What follows belongs to an exercise in optimizing a design on an open flow for small area and a short achievable clock period; a production flow would make more cautious choices. At most, simulation tests tie the RTL to the original design; equivalence was not proved. No activity file was given, so power comes from the tool's default toggle rates.

// data_mem_sized
module data_mem_sized #(
  parameter int DEPTH     = 64,
  parameter int ADDR_W    = 8,
  parameter int LATENCY   = 1,
  parameter int INIT_MODE = 1
) (
  input  logic              clk,
  input  logic              rst,
  input  logic              req_valid,
  output logic              req_ready,
  input  logic              req_we,
  input  logic [1:0]        req_size,
  input  logic              req_unsigned,
  input  logic [ADDR_W-1:0] req_addr,
  input  logic [31:0]       req_wdata,
  output logic              resp_valid,
  output logic [31:0]       resp_rdata,
  output logic              resp_err,
  output logic              init_busy
);
clock: 8.0 ns
lec_check: 0
cap_margin: 20
core_margin: 2
core_utilization: 40
cts_cluster_diameter: 100
cts_cluster_size: 25
place_density: 0.5
setup_slack_margin: 5
slew_margin: 20
synth_hierarchical: 1
tns_end_percent: 100
run.sh (not shown) runs the stock make flow with config.mk's settings and CLKGATE_MAP_FILE= SYNTH_SCRIPT=/design/flow/synth_recipe.tcl, a recipe that flattens the netlist after the stock synthesis.
Edit:
--- a/flow/design.v
+++ b/flow/design.v
@@ -34,18 +34,24 @@
   output logic y
 );
   assign y = en & ~(a & b & c & d);
 endmodule
 module dm_nand2 (
   input  logic a, b,
   output logic y
 );
   assign y = ~(a & b);
+endmodule
+module dm_nand3 (
+  input  logic a, b, c,
+  output logic y
+);
+  assign y = ~(a & b & c);
 endmodule
 module dm_nor2 (
   input  logic a, b,
   output logic y
 );
   assign y = ~(a | b);
 endmodule
 module data_mem_sized #(
   parameter int DEPTH     = 64,
@@ -166,37 +172,44 @@
       dm_nand4 u_l4 (.a(t3[0]), .b(t3[1]), .c(t3[2]), .d(t3[3]), .y(rd_word[j]));
     end else begin : g_sign
       for (genvar c = 0; c < 3; c++) begin : g_c
         dm_nand4en u_l4 (.a(t3[0]), .b(t3[1]), .c(t3[2]), .d(t3[3]),
                          .en(c == 0 ? sel1_s : ld), .y(sgn[c]));
       end
     end
   end
   logic [31:0] rdw_q;
-  logic [2:0]  sgn_q;
+  logic [2:0]  sgn_n_q;
   logic [3:0]  sel0_q;
   logic        sel1_lo_q, sel1_hi_q, selw_q;
   always_ff @(posedge clk) begin
     rdw_q     <= rd_word;
-    sgn_q     <= sgn;
+    sgn_n_q   <= ~sgn;
     sel0_q    <= sel0;
     sel1_lo_q <= sel1_lo;
     sel1_hi_q <= sel1_hi;
     selw_q    <= selw;
   end
-  always_comb begin
-    for (int k = 0; k < 8; k++) begin
-      load_data[k]    = (sel0_q[0] & rdw_q[k])      | (sel0_q[1] & rdw_q[8+k])
-                      | (sel0_q[2] & rdw_q[16+k])   | (sel0_q[3] & rdw_q[24+k]);
-      load_data[8+k]  = (sel1_lo_q & rdw_q[8+k]) | (sel1_hi_q & rdw_q[24+k]) | sgn_q[0];
-      load_data[16+k] = (selw_q & rdw_q[16+k]) | sgn_q[1];
-      load_data[24+k] = (selw_q & rdw_q[24+k]) | sgn_q[2];
-    end
+  for (genvar k = 0; k < 8; k++) begin : g_out
+    logic [3:0] p0;
+    logic [1:0] p1;
+    logic [1:0] p2;
+    for (genvar l = 0; l < 4; l++) begin : g_p0
+      dm_nand2 u_p (.a(sel0_q[l]), .b(rdw_q[8*l+k]), .y(p0[l]));
+    end
+    dm_nand4 u_o0 (.a(p0[0]), .b(p0[1]), .c(p0[2]), .d(p0[3]), .y(load_data[k]));
+    dm_nand2 u_p1a (.a(sel1_lo_q), .b(rdw_q[8+k]),  .y(p1[0]));
+    dm_nand2 u_p1b (.a(sel1_hi_q), .b(rdw_q[24+k]), .y(p1[1]));
+    dm_nand3 u_o1 (.a(p1[0]), .b(p1[1]), .c(sgn_n_q[0]), .y(load_data[8+k]));
+    dm_nand2 u_p2a (.a(selw_q), .b(rdw_q[16+k]), .y(p2[0]));
+    dm_nand2 u_p2b (.a(selw_q), .b(rdw_q[24+k]), .y(p2[1]));
+    dm_nand2 u_o2 (.a(p2[0]), .b(sgn_n_q[1]), .y(load_data[16+k]));
+    dm_nand2 u_o3 (.a(p2[1]), .b(sgn_n_q[2]), .y(load_data[24+k]));
   end
   assign st = accept && req_we && !req_err;
   always_comb begin
     case (req_size)
       2'b00: begin
         lane_mask = 4'b0001 << req_addr[1:0];
         lane_data = {4{req_wdata[7:0]}};
       end
       2'b01: begin
Outcome:
- The new run produced a clean layout
- cell count increases by 0.96%
- combinational power grows by 5.7%
- worst setup slack loses 700 ps
- total power is higher by 0.55%
- non-clock buffer count increases by 61
- via count rises by 0.36%
- worst hold slack barely changes
- synthesized area is lower by 0.48%
- final area is about the same
- clock power grows by about 1%
- count of clock-buffer cells in the layout goes up by 7
- routed wire length climbs by 0.56%
- sequential power is about the same
- sequential share of layout area went down by 0.15 points
For the second run of this note, only the layout was checked, not whether the RTL still works.

port drivers added, routing unchanged:
Ports are ideal in the flow. The routed layouts listed here were re-timed in OpenROAD.
Step 1, drivers: a clkbuf_16 drives clk and a buf_2 each remaining input, both assumed.
Step 2, shift: input delay + t, output delay - t, t = (earliest + latest rising clock arrival at the registers) / 2. This alone moves slack from input paths to output paths.
Slacks: no drivers / after step 1 / after step 2; pairs: no drivers / after step 1.
run	t (ns)	setup WS [ns]	worst hold slack (ns)	worst setup path at the end	worst data-port slew with drivers (ns)
the first run	0.873	4.591 / 4.510 / 3.860	0.478 / 0.478 / 0.478	input to register	0.17
the second run	0.877	3.894 / 3.811 / 3.799	0.477 / 0.477 / 0.477	input to register	0.15
After both steps every run listed still meets setup and hold. For the first run, which loses most, drivers alone change the setup slack by -0.081 ns; drivers and shift together by -0.731 ns.
